What follows belongs to an exercise in optimizing a design on an open flow for small area; a production flow would make more cautious choices. The RTL was checked by simulation tests, not by an equivalence proof against the original design. Power figures rest on the tool's default switching activity, not on a simulated workload. The flow treats the clock pin as an ideal source, which a real chip does not have.

==> trial 13 <==
==> flow/design.v <==
package aes_128_key_pkg;
  localparam int KEY_WORD_W    = 64;
  localparam int NUM_ROUNDS    = 11;
  localparam int WORDS_PER_SET = 2 * NUM_ROUNDS;
  typedef logic [127:0]          round_key_t;
  typedef logic [KEY_WORD_W-1:0] key_word_t;
  typedef logic [4:0]            key_ptr_t;
  localparam key_ptr_t LAST_PTR = key_ptr_t'(WORDS_PER_SET - 1);
endpackage
module aes_128_key_bank (
  input  logic                        clk,
  input  logic                        shift,    
  input  logic                        keep,     
  input  aes_128_key_pkg::key_word_t  wdata,
  input  logic                        copy,     
  input  logic                        hold,     
  input  logic [10:0]                 sel,      
  output aes_128_key_pkg::round_key_t rd
);
  logic [63:0]  sh  [22];
  logic [127:0] act [11];
  always_ff @(posedge clk) begin
    sh[0] <= (sh[0] & {64{keep}}) | (wdata & {64{shift}});
    for (int i = 1; i < 22; i++) sh[i] <= (sh[i] & {64{keep}}) | (sh[i-1] & {64{shift}});
  end
  always_ff @(posedge clk) begin
    for (int r = 0; r < 11; r++)
      act[r] <= (act[r] & {128{hold}}) | ({sh[20-2*r], sh[21-2*r]} & {128{copy}});
  end
  always_comb begin
    rd = '0;
    for (int r = 0; r < 11; r++)
      rd = rd | (act[r] & {128{sel[r]}});
  end
endmodule
module aes_128_key_store (
  input  logic         clk,
  input  logic         kill,
  input  logic         en_wr,
  input  logic [63:0]  key_round_wr,
  input  logic         switch_key,
  input  logic [3:0]   rd_round,
  output logic [127:0] rd_key,
  output logic         key_idx,
  output logic         key_valid,
  output logic         shadow_full,
  output logic         switch_err_pulse
);
  aes_128_key_pkg::key_ptr_t wp_q;
  logic        full_q;
  logic        key_idx_q;
  logic        valid_q;
  logic        err_q;
  logic        copy_q;
  logic        hold_q;
  logic [10:0] sel_q;
  logic        switch_ok;
  assign switch_ok = switch_key && full_q && !en_wr;
  aes_128_key_bank u_bank (
    .clk   (clk),
    .shift (en_wr && !kill),
    .keep  (!en_wr),
    .wdata (key_round_wr),
    .copy  (copy_q),
    .hold  (hold_q),
    .sel   (sel_q),
    .rd    (rd_key)
  );
  always_ff @(posedge clk) begin
    if (kill) begin
      wp_q      <= '0;
      full_q    <= 1'b0;
      key_idx_q <= 1'b0;
      valid_q   <= 1'b0;
      err_q     <= 1'b0;
      copy_q    <= 1'b0;
      hold_q    <= 1'b0;
      sel_q     <= '0;
    end else begin
      err_q  <= switch_key && !switch_ok;
      copy_q <= switch_ok;
      hold_q <= !switch_ok;
      for (int r = 0; r < 11; r++)
        sel_q[r] <= valid_q && (rd_round == 4'(r));
      if (en_wr) begin
        if (full_q) begin
          wp_q   <= aes_128_key_pkg::key_ptr_t'(1);
          full_q <= 1'b0;
        end else if (wp_q == aes_128_key_pkg::LAST_PTR) begin
          wp_q   <= '0;
          full_q <= 1'b1;
        end else begin
          wp_q <= wp_q + aes_128_key_pkg::key_ptr_t'(1);
        end
      end else if (switch_ok) begin
        wp_q      <= '0;
        full_q    <= 1'b0;
        key_idx_q <= ~key_idx_q;
        valid_q   <= 1'b1;
      end
    end
  end
  assign key_idx          = key_idx_q;
  assign key_valid        = valid_q;
  assign shadow_full      = full_q;
  assign switch_err_pulse = err_q;
endmodule
==> flow/run.sh <==
#!/bin/bash
# synth_recipe.tcl (not shown) runs the flow's synth.tcl, then flattens the netlist and writes it again
# the make line also repeats each setting of config.mk as NAME=value (left out here)
make -C /OpenROAD-flow-scripts/flow DESIGN_CONFIG=/design/flow/config.mk WORK_HOME=/design/flow/orfs CLKGATE_MAP_FILE= SYNTH_SCRIPT=/design/flow/synth_recipe.tcl finish
==> flow/config.mk <==
export PLATFORM = sky130hd
export DESIGN_NAME = aes_128_key_store
export DESIGN_NICKNAME = aes_128_key_store
export VERILOG_FILES = /design/flow/design.v
export SDC_FILE = /design/flow/constraint.sdc
export NUM_CORES = 4
export LEC_CHECK = 0
export CAP_MARGIN = 20
export CORE_MARGIN = 2
export CORE_UTILIZATION = 60
export CTS_BUF_LIST = sky130_fd_sc_hd__clkbuf_16
export CTS_CLUSTER_DIAMETER = 80
export CTS_CLUSTER_SIZE = 30
export SLEW_MARGIN = 20
export SYNTH_HIERARCHICAL = 1
==> flow/constraint.sdc <==
create_clock -name core_clock -period 5.0 [get_ports {clk}]
set_input_delay 1.0000 -clock core_clock [delete_from_list [all_inputs] [get_ports {clk}]]
set_output_delay 1.0000 -clock core_clock [all_outputs]
set_load 0.01 [all_outputs]
==> build 65 (differences from trial 13) <==
--- a/flow/design.v
+++ b/flow/design.v
@@ -29,7 +29,27 @@
   end
-  always_comb begin
-    rd = '0;
-    for (int r = 0; r < 11; r++)
-      rd = rd | (act[r] & {128{sel[r]}});
-  end
+  logic [127:0] gn0, gn1, gn2;
+  aes_128_key_rd3 u_rd0 (.s(sel[2:0]), .d0(act[0]), .d1(act[1]), .d2(act[2]),  .yn(gn0));
+  aes_128_key_rd3 u_rd1 (.s(sel[5:3]), .d0(act[3]), .d1(act[4]), .d2(act[5]),  .yn(gn1));
+  aes_128_key_rd3 u_rd2 (.s(sel[8:6]), .d0(act[6]), .d1(act[7]), .d2(act[8]),  .yn(gn2));
+  aes_128_key_rd2 u_rd3 (.s(sel[10:9]), .d0(act[9]), .d1(act[10]), .gn0(gn0), .gn1(gn1), .gn2(gn2), .y(rd));
+endmodule
+module aes_128_key_rd3 (
+  input  logic [2:0]   s,
+  input  logic [127:0] d0,
+  input  logic [127:0] d1,
+  input  logic [127:0] d2,
+  output logic [127:0] yn
+);
+  assign yn = ~((d0 & {128{s[0]}}) | (d1 & {128{s[1]}}) | (d2 & {128{s[2]}}));
+endmodule
+module aes_128_key_rd2 (
+  input  logic [1:0]   s,
+  input  logic [127:0] d0,
+  input  logic [127:0] d1,
+  input  logic [127:0] gn0,
+  input  logic [127:0] gn1,
+  input  logic [127:0] gn2,
+  output logic [127:0] y
+);
+  assign y = ~(gn0 & gn1 & gn2 & ~((d0 & {128{s[0]}}) | (d1 & {128{s[1]}})));
 endmodule
==> flow/flow/run.sh (new file) <==
#!/bin/bash
set -e
export BUFFER_PORTS_ARGS="-buffer_cell sky130_fd_sc_hd__buf_1"
export CTS_ARGS="-sink_clustering_enable -repair_clock_nets -sink_clustering_size 30 -sink_clustering_max_diameter 80 -buf_list sky130_fd_sc_hd__clkbuf_16 -dont_use_dummy_load"
bash standard.sh > standard.log 2>&1
==> flow/standard.sh (new file) <==
#!/bin/bash
# synth_recipe.tcl (not shown) runs the flow's synth.tcl, then flattens the netlist and writes it again
# the make line also repeats each setting of config.mk as NAME=value (left out here)
make -C /OpenROAD-flow-scripts/flow DESIGN_CONFIG=/design/flow/config.mk WORK_HOME=/design/flow/orfs CLKGATE_MAP_FILE= SYNTH_SCRIPT=/design/flow/synth_recipe.tcl "${@:-finish}"
--- a/flow/config.mk
+++ b/flow/config.mk
@@ -7,5 +7,5 @@
 export LEC_CHECK = 0
-export CAP_MARGIN = 20
+export CAP_MARGIN = 0
 export CORE_MARGIN = 2
-export CORE_UTILIZATION = 60
+export CORE_UTILIZATION = 70
 export CTS_BUF_LIST = sky130_fd_sc_hd__clkbuf_16
@@ -13,3 +13,3 @@
 export CTS_CLUSTER_SIZE = 30
-export SLEW_MARGIN = 20
+export SLEW_MARGIN = 0
 export SYNTH_HIERARCHICAL = 1
removed: flow/run.sh
==> trial 9 (differences from trial 13) <==
--- a/flow/design.v
+++ b/flow/design.v
@@ -17,2 +17,4 @@
   input  logic [10:0]                 sel,      
+  input  logic                        par,      
+  input  logic                        rdpar,    
   output aes_128_key_pkg::round_key_t rd
@@ -22,4 +24,4 @@
   always_ff @(posedge clk) begin
-    sh[0] <= (sh[0] & {64{keep}}) | (wdata & {64{shift}});
-    for (int i = 1; i < 22; i++) sh[i] <= (sh[i] & {64{keep}}) | (sh[i-1] & {64{shift}});
+    sh[0] <= ~((sh[0] & {64{keep}}) | ((wdata ^ {64{par}}) & {64{shift}}));
+    for (int i = 1; i < 22; i++) sh[i] <= ~((sh[i] & {64{keep}}) | (sh[i-1] & {64{shift}}));
   end
@@ -27,9 +29,37 @@
     for (int r = 0; r < 11; r++)
-      act[r] <= (act[r] & {128{hold}}) | ({sh[20-2*r], sh[21-2*r]} & {128{copy}});
+      act[r] <= ~((act[r] & {128{hold}}) | ({sh[20-2*r], sh[21-2*r]} & {128{copy}}));
   end
-  always_comb begin
-    rd = '0;
-    for (int r = 0; r < 11; r++)
-      rd = rd | (act[r] & {128{sel[r]}});
-  end
+  logic [127:0] gn0, gn1, gn2, rdn;
+  aes_128_key_rd3 u_rd0 (.s(sel[2:0]), .d0(act[0]), .d1(act[1]), .d2(act[2]),  .yn(gn0));
+  aes_128_key_rd3 u_rd1 (.s(sel[5:3]), .d0(act[3]), .d1(act[4]), .d2(act[5]),  .yn(gn1));
+  aes_128_key_rd3 u_rd2 (.s(sel[8:6]), .d0(act[6]), .d1(act[7]), .d2(act[8]),  .yn(gn2));
+  aes_128_key_rd2 u_rd3 (.s(sel[10:9]), .d0(act[9]), .d1(act[10]), .gn0(gn0), .gn1(gn1), .gn2(gn2), .y(rdn));
+  aes_128_key_fix u_fix (.p(rdpar), .d(rdn), .y(rd));
+endmodule
+module aes_128_key_rd3 (
+  input  logic [2:0]   s,
+  input  logic [127:0] d0,
+  input  logic [127:0] d1,
+  input  logic [127:0] d2,
+  output logic [127:0] yn
+);
+  assign yn = ~((d0 & {128{s[0]}}) | (d1 & {128{s[1]}}) | (d2 & {128{s[2]}}));
+endmodule
+module aes_128_key_rd2 (
+  input  logic [1:0]   s,
+  input  logic [127:0] d0,
+  input  logic [127:0] d1,
+  input  logic [127:0] gn0,
+  input  logic [127:0] gn1,
+  input  logic [127:0] gn2,
+  output logic [127:0] y
+);
+  assign y = ~(gn0 & gn1 & gn2 & ~((d0 & {128{s[0]}}) | (d1 & {128{s[1]}})));
+endmodule
+module aes_128_key_fix (
+  input  logic         p,
+  input  logic [127:0] d,
+  output logic [127:0] y
+);
+  assign y = d ^ {128{p}};
 endmodule
@@ -56,2 +86,3 @@
   logic [10:0] sel_q;
+  logic        par_q;
   logic        switch_ok;
@@ -66,2 +97,4 @@
     .sel   (sel_q),
+    .par   (par_q),
+    .rdpar (par_q && (|sel_q)),
     .rd    (rd_key)
@@ -78,4 +111,6 @@
       sel_q     <= '0;
+      par_q     <= 1'b0;
     end else begin
       err_q  <= switch_key && !switch_ok;
+      par_q  <= !par_q;
       copy_q <= switch_ok;
==> flow/flow/run.sh (new file) <==
#!/bin/bash
set -e
export BUFFER_PORTS_ARGS="-buffer_cell sky130_fd_sc_hd__buf_1"
export CTS_ARGS="-sink_clustering_enable -repair_clock_nets -sink_clustering_size 30 -sink_clustering_max_diameter 80 -buf_list sky130_fd_sc_hd__clkbuf_16 -dont_use_dummy_load"
bash standard.sh > standard.log 2>&1
==> flow/standard.sh (new file) <==
#!/bin/bash
# synth_recipe.tcl (not shown) runs the flow's synth.tcl, then flattens the netlist and writes it again
# the make line also repeats each setting of config.mk as NAME=value (left out here)
make -C /OpenROAD-flow-scripts/flow DESIGN_CONFIG=/design/flow/config.mk WORK_HOME=/design/flow/orfs CLKGATE_MAP_FILE= SYNTH_SCRIPT=/design/flow/synth_recipe.tcl "${@:-finish}"
--- a/flow/config.mk
+++ b/flow/config.mk
@@ -7,5 +7,5 @@
 export LEC_CHECK = 0
-export CAP_MARGIN = 20
+export CAP_MARGIN = 0
 export CORE_MARGIN = 2
-export CORE_UTILIZATION = 60
+export CORE_UTILIZATION = 84
 export CTS_BUF_LIST = sky130_fd_sc_hd__clkbuf_16
@@ -13,3 +13,3 @@
 export CTS_CLUSTER_SIZE = 30
-export SLEW_MARGIN = 20
+export SLEW_MARGIN = 0
 export SYNTH_HIERARCHICAL = 1
removed: flow/run.sh
==> comparison table <==
quantity	trial 9	trial 13	build 65
Met3 layer usage reported by global route	0.0520	0.0408	0.0338
Terminating pin of the worst hold path	u_bank.act[0][19]	u_bank.act[0][1]	u_bank.sh[0][41]
Total Wirelength	208,000 microns	219,000 microns	207,000 microns
Register cell area after layout	0.0569 sq mm	0.0569 sq mm	0.0569 sq mm
Core Rows	121	144	134
First-pass GRT wire length	326,000 microns	343,000 microns	328,000 microns
Cell leakage power	34.9 nW	37.2 nW	35.2 nW
Setup Skew	0.0446 ns	0.0301 ns	0.0505 ns
Met2 Wirelength	99,700 microns	96,200 microns	94,000 microns
Most used routing layer	met2	met1	met2
Final min period	4.48 ns	4.40 ns	4.05 ns
Clock buf count	104	121	111
Worst vdd rail ir drop	0.000362 V	0.000309 V	0.000347 V
Run status	no timing/DRC/antenna violations	no timing/DRC/antenna violations	no timing/DRC/antenna violations
Overall power after layout	38.9 mW	35.6 mW	34.1 mW
Number of distinct library cell variants in the gate-level netlist after synthesis	36	36	34
# placed instances	8,270	8,857	8,439
Initial antenna violation count	1	13	6
Total half-perimeter wirelength after legalization and detailed placement	117,000 microns	125,000 microns	117,000 microns
Number of buffers other than clock buffers in the final layout	303	332	317
Sw power	9.09 mW	7.98 mW	7.22 mW


==> inputs of exp/nickel <==
RTL: the design.v shown in full above, as it stands there.
clock: 5.0 ns
lec_check: 0
cap_margin: 20
core_margin: 2
core_utilization: 60
cts_buf_list: sky130_fd_sc_hd__clkbuf_16
cts_cluster_diameter: 80
cts_cluster_size: 30
slew_margin: 20
synth_hierarchical: 1
standard.sh (not shown) runs the stock make flow with config.mk's settings and CLKGATE_MAP_FILE= SYNTH_SCRIPT=/design/flow/synth_recipe.tcl, a recipe that flattens the netlist after the stock synthesis.
==> flow/flow/run.sh <==
#!/bin/bash
set -e
cp standard.sh standard_copy.sh.txt 2>/dev/null || true
export BUFFER_PORTS_ARGS="-buffer_cell sky130_fd_sc_hd__buf_1"
export CTS_ARGS="-sink_clustering_enable -repair_clock_nets -sink_clustering_size 30 -sink_clustering_max_diameter 80 -buf_list sky130_fd_sc_hd__clkbuf_16 -dont_use_dummy_load"
bash standard.sh > standard.log 2>&1
==> exp/amber (differences from exp/nickel) <==
==> flow/design.v, changed modules only <==
module aes_128_key_bank (
  input  logic                        clk,
  input  logic                        shift,    
  input  logic                        keep,     
  input  aes_128_key_pkg::key_word_t  wdata,
  input  logic                        copy,     
  input  logic                        hold,     
  input  logic [10:0]                 sel,      
  input  logic                        par,      
  input  logic                        rdpar,    
  output aes_128_key_pkg::round_key_t rd
);
  logic [63:0]  sh  [22];
  logic [127:0] act [11];
  always_ff @(posedge clk) begin
    sh[0] <= ~((sh[0] & {64{keep}}) | ((wdata ^ {64{par}}) & {64{shift}}));
    for (int i = 1; i < 22; i++) sh[i] <= ~((sh[i] & {64{keep}}) | (sh[i-1] & {64{shift}}));
  end
  always_ff @(posedge clk) begin
    for (int r = 0; r < 11; r++)
      act[r] <= ~((act[r] & {128{hold}}) | ({sh[20-2*r], sh[21-2*r]} & {128{copy}}));
  end
  logic [127:0] gn0, gn1, gn2, rdn;
  aes_128_key_rd3 u_rd0 (.s(sel[2:0]), .d0(act[0]), .d1(act[1]), .d2(act[2]),  .yn(gn0));
  aes_128_key_rd3 u_rd1 (.s(sel[5:3]), .d0(act[3]), .d1(act[4]), .d2(act[5]),  .yn(gn1));
  aes_128_key_rd3 u_rd2 (.s(sel[8:6]), .d0(act[6]), .d1(act[7]), .d2(act[8]),  .yn(gn2));
  aes_128_key_rd2 u_rd3 (.s(sel[10:9]), .d0(act[9]), .d1(act[10]), .gn0(gn0), .gn1(gn1), .gn2(gn2), .y(rdn));
  aes_128_key_fix u_fix (.p(rdpar), .d(rdn), .y(rd));
endmodule
module aes_128_key_rd3 (
  input  logic [2:0]   s,
  input  logic [127:0] d0,
  input  logic [127:0] d1,
  input  logic [127:0] d2,
  output logic [127:0] yn
);
  assign yn = ~((d0 & {128{s[0]}}) | (d1 & {128{s[1]}}) | (d2 & {128{s[2]}}));
endmodule
module aes_128_key_rd2 (
  input  logic [1:0]   s,
  input  logic [127:0] d0,
  input  logic [127:0] d1,
  input  logic [127:0] gn0,
  input  logic [127:0] gn1,
  input  logic [127:0] gn2,
  output logic [127:0] y
);
  assign y = ~(gn0 & gn1 & gn2 & ~((d0 & {128{s[0]}}) | (d1 & {128{s[1]}})));
endmodule
module aes_128_key_fix (
  input  logic         p,
  input  logic [127:0] d,
  output logic [127:0] y
);
  assign y = d ^ {128{p}};
endmodule
module aes_128_key_store (
  input  logic         clk,
  input  logic         kill,
  input  logic         en_wr,
  input  logic [63:0]  key_round_wr,
  input  logic         switch_key,
  input  logic [3:0]   rd_round,
  output logic [127:0] rd_key,
  output logic         key_idx,
  output logic         key_valid,
  output logic         shadow_full,
  output logic         switch_err_pulse
);
  aes_128_key_pkg::key_ptr_t wp_q;
  logic        full_q;
  logic        key_idx_q;
  logic        valid_q;
  logic        err_q;
  logic        copy_q;
  logic        hold_q;
  logic [10:0] sel_q;
  logic        par_q;
  logic        switch_ok;
  assign switch_ok = switch_key && full_q && !en_wr;
  aes_128_key_bank u_bank (
    .clk   (clk),
    .shift (en_wr && !kill),
    .keep  (!en_wr),
    .wdata (key_round_wr),
    .copy  (copy_q),
    .hold  (hold_q),
    .sel   (sel_q),
    .par   (par_q),
    .rdpar (par_q && (|sel_q)),
    .rd    (rd_key)
  );
  always_ff @(posedge clk) begin
    if (kill) begin
      wp_q      <= '0;
      full_q    <= 1'b0;
      key_idx_q <= 1'b0;
      valid_q   <= 1'b0;
      err_q     <= 1'b0;
      copy_q    <= 1'b0;
      hold_q    <= 1'b0;
      sel_q     <= '0;
      par_q     <= 1'b0;
    end else begin
      err_q  <= switch_key && !switch_ok;
      par_q  <= !par_q;
      copy_q <= switch_ok;
      hold_q <= !switch_ok;
      for (int r = 0; r < 11; r++)
        sel_q[r] <= valid_q && (rd_round == 4'(r));
      if (en_wr) begin
        if (full_q) begin
          wp_q   <= aes_128_key_pkg::key_ptr_t'(1);
          full_q <= 1'b0;
        end else if (wp_q == aes_128_key_pkg::LAST_PTR) begin
          wp_q   <= '0;
          full_q <= 1'b1;
        end else begin
          wp_q <= wp_q + aes_128_key_pkg::key_ptr_t'(1);
        end
      end else if (switch_ok) begin
        wp_q      <= '0;
        full_q    <= 1'b0;
        key_idx_q <= ~key_idx_q;
        valid_q   <= 1'b1;
      end
    end
  end
  assign key_idx          = key_idx_q;
  assign key_valid        = valid_q;
  assign shadow_full      = full_q;
  assign switch_err_pulse = err_q;
endmodule
==> flow/flow/run.sh (replaced) <==
#!/bin/bash
set -e
export BUFFER_PORTS_ARGS="-buffer_cell sky130_fd_sc_hd__buf_1"
export CTS_ARGS="-sink_clustering_enable -repair_clock_nets -sink_clustering_size 30 -sink_clustering_max_diameter 80 -buf_list sky130_fd_sc_hd__clkbuf_16 -dont_use_dummy_load"
bash standard.sh > standard.log 2>&1
- CAP_MARGIN: 20 -> 0
- CORE_UTILIZATION: 60 -> 70
- SLEW_MARGIN: 20 -> 0
==> exp/juniper (differences from exp/nickel) <==
==> flow/design.v, changed modules only <==
module aes_128_key_bank (
  input  logic                        clk,
  input  logic                        shift,    
  input  aes_128_key_pkg::key_word_t  wdata,
  input  logic                        copy,     
  input  logic [10:0]                 sel,      
  output aes_128_key_pkg::round_key_t rd
);
  logic [63:0]  sh  [22];
  logic [127:0] act [11];
  always_ff @(posedge clk) begin
    if (shift) begin
      sh[0] <= wdata;
      for (int i = 1; i < 22; i++) sh[i] <= sh[i-1];
    end
  end
  always_ff @(posedge clk) begin
    if (copy) begin
      for (int r = 0; r < 11; r++)
        act[r] <= {sh[20-2*r], sh[21-2*r]};
    end
  end
  always_comb begin
    rd = '0;
    for (int r = 0; r < 11; r++)
      rd = rd | (act[r] & {128{sel[r]}});
  end
endmodule
module aes_128_key_store (
  input  logic         clk,
  input  logic         kill,
  input  logic         en_wr,
  input  logic [63:0]  key_round_wr,
  input  logic         switch_key,
  input  logic [3:0]   rd_round,
  output logic [127:0] rd_key,
  output logic         key_idx,
  output logic         key_valid,
  output logic         shadow_full,
  output logic         switch_err_pulse
);
  aes_128_key_pkg::key_ptr_t wp_q;
  logic        full_q;
  logic        key_idx_q;
  logic        valid_q;
  logic        err_q;
  logic        copy_q;
  logic [10:0] sel_q;
  logic        switch_ok;
  assign switch_ok = switch_key && full_q && !en_wr;
  aes_128_key_bank u_bank (
    .clk   (clk),
    .shift (en_wr && !kill),
    .wdata (key_round_wr),
    .copy  (copy_q),
    .sel   (sel_q),
    .rd    (rd_key)
  );
  always_ff @(posedge clk) begin
    if (kill) begin
      wp_q      <= '0;
      full_q    <= 1'b0;
      key_idx_q <= 1'b0;
      valid_q   <= 1'b0;
      err_q     <= 1'b0;
      copy_q    <= 1'b0;
      sel_q     <= '0;
    end else begin
      err_q  <= switch_key && !switch_ok;
      copy_q <= switch_ok;
      for (int r = 0; r < 11; r++)
        sel_q[r] <= valid_q && (rd_round == 4'(r));
      if (en_wr) begin
        if (full_q) begin
          wp_q   <= aes_128_key_pkg::key_ptr_t'(1);
          full_q <= 1'b0;
        end else if (wp_q == aes_128_key_pkg::LAST_PTR) begin
          wp_q   <= '0;
          full_q <= 1'b1;
        end else begin
          wp_q <= wp_q + aes_128_key_pkg::key_ptr_t'(1);
        end
      end else if (switch_ok) begin
        wp_q      <= '0;
        full_q    <= 1'b0;
        key_idx_q <= ~key_idx_q;
        valid_q   <= 1'b1;
      end
    end
  end
  assign key_idx          = key_idx_q;
  assign key_valid        = valid_q;
  assign shadow_full      = full_q;
  assign switch_err_pulse = err_q;
endmodule
==> flow/run.sh (new file) <==
#!/bin/bash
# synth_recipe.tcl (not shown) runs the flow's synth.tcl, then flattens the netlist and writes it again
# the make line also repeats each setting of config.mk as NAME=value (left out here)
make -C /OpenROAD-flow-scripts/flow DESIGN_CONFIG=/design/flow/config.mk WORK_HOME=/design/flow/orfs CLKGATE_MAP_FILE= SYNTH_SCRIPT=/design/flow/synth_recipe.tcl finish
- CTS_BUF_LIST: sky130_fd_sc_hd__clkbuf_16 -> sky130_fd_sc_hd__clkbuf_8
- CTS_CLUSTER_DIAMETER: 80 -> default
- SYNTH_HIERARCHICAL: 1 -> default
removed: flow/flow/run.sh
removed: flow/standard.sh
==> metrics.md <==
| Metric | Value |
|---|---|
| Status | `finished clean` |
| Final Hold Slack | `roughly 0.39 ns` |
| Most frequent cells in the layout | `edfxtp_1 (2816), clkbuf_8 (441), a22o_1 (255), a221oi_1 (255), clkdlybuf4s50_1 (203)` |
| Clock-net power | `17500 µW` |
| P_comb | `approximately 340 µW` |
| Placed insts | `between 6000 and 7000` |
| Multi-input combinational area share | `0.0640` |
| Average size of a mapped cell | `24.2 µm²` |
| Clock buf count | `about 440` |
| Vert. Die Dim | `397 µm` |
That was exp/juniper.
==> metrics.md <==
| Metric | Value |
|---|---|
| Clock-net power | `~11000 µW` |
| Starting density of the core | `0.603` |
| Worst R2R End | `u_bank.act[8][127]` |
| Initial DRC Count | `5474` |
| Final Hold Slack | `0.424 ns` |
| Most frequent cells in the layout | `a22o_1 (3071), dfxtp_1 (2825), a221oi_1 (220)` |
| Placed insts | `a little under 9000` |
| Cell count after synthesis | `between 7000 and 8000` |
| FP Rows | `about 140` |
| Status | `finished clean` |
| Multi-input combinational area share | `0.327` |
| DRC errors left | `0` |
| Die W | `between 300 and 400 µm` |
| P_comb | `around 840 µW` |
| Vert. Die Dim | `around 400 µm` |
| Htree depth | `3` |
That was exp/nickel.
==> metrics.md <==
| Metric | Value |
|---|---|
| Clock-net power | `a little over 10000 µW` |
| Clock buf count | `108` |
| Mapped Area | `between 90000 and 100000 µm²` |
| Status | `finished clean` |
| Placed insts | `between 8000 and 9000` |
| Average size of a mapped cell | `12.5 µm²` |
| Most frequent cells in the layout | `a22oi_1 (2937), dfxtp_1 (2825), a222oi_1 (384)` |
| Vert. Die Dim | `roughly 370 µm` |
| Signal buffers | `slightly above 300` |
| GPL Wtd Cong | `between 0.7 and 0.8` |
| Max cap viols | `0` |
| Initial antenna violation count | `5` |
| Vias in the first global route | `around 58000` |
| P_comb | `between 2000 and 2500 µW` |
| R2r setup slk | `roughly 2.3 ns` |
| Mux cell area share after synthesis | `0` |
| Synth Area in Simple Gates | `0.0116` |
| Layout Area Growth over Synthesis | `0.782%` |
That was exp/amber.

==> port drivers added, routing unchanged <==
The results above use ideal ports. As a check the final layouts listed here were re-extracted and re-timed, cells and wires unchanged.
Step 1 sets driving cells, clkbuf_16 on the clock port and buf_2 on the other inputs (assumed; they add their load-dependent delay and slew).
Step 2 times the ports against the registers' clock, not the clock port: input delays grow and output delays shrink by t, the midpoint of the rising clock arrivals with the driver on.
a / b / c = no drivers / after step 1 / after step 2; a / b = the first two.
| run | t, ns | setup WS [ns] | slew at the worst register clock pin (ns) | worst data-port slew with drivers (ns) |
|---|---|---|---|---|
| trial 13 | 0.846 | 0.603 / 0.521 / 1.367 | 0.11 / 0.11 | 0.26 |
| build 65 | 0.823 | 0.952 / 0.866 / 1.584 | 0.12 / 0.12 | 0.20 |
| trial 9 | 0.796 | 0.517 / 0.437 / 1.233 | 0.11 / 0.11 | 0.14 |
| exp/nickel | 0.843 | 0.850 / 0.761 / 1.496 | 0.11 / 0.11 | 0.22 |
| exp/amber | 0.816 | 0.761 / 0.680 / 1.496 | 0.11 / 0.11 | 0.16 |
| exp/juniper | 1.039 | 0.375 / 0.300 / 1.339 | 0.07 / 0.07 | 0.09 |
After both steps setup and hold are still met in every run listed.
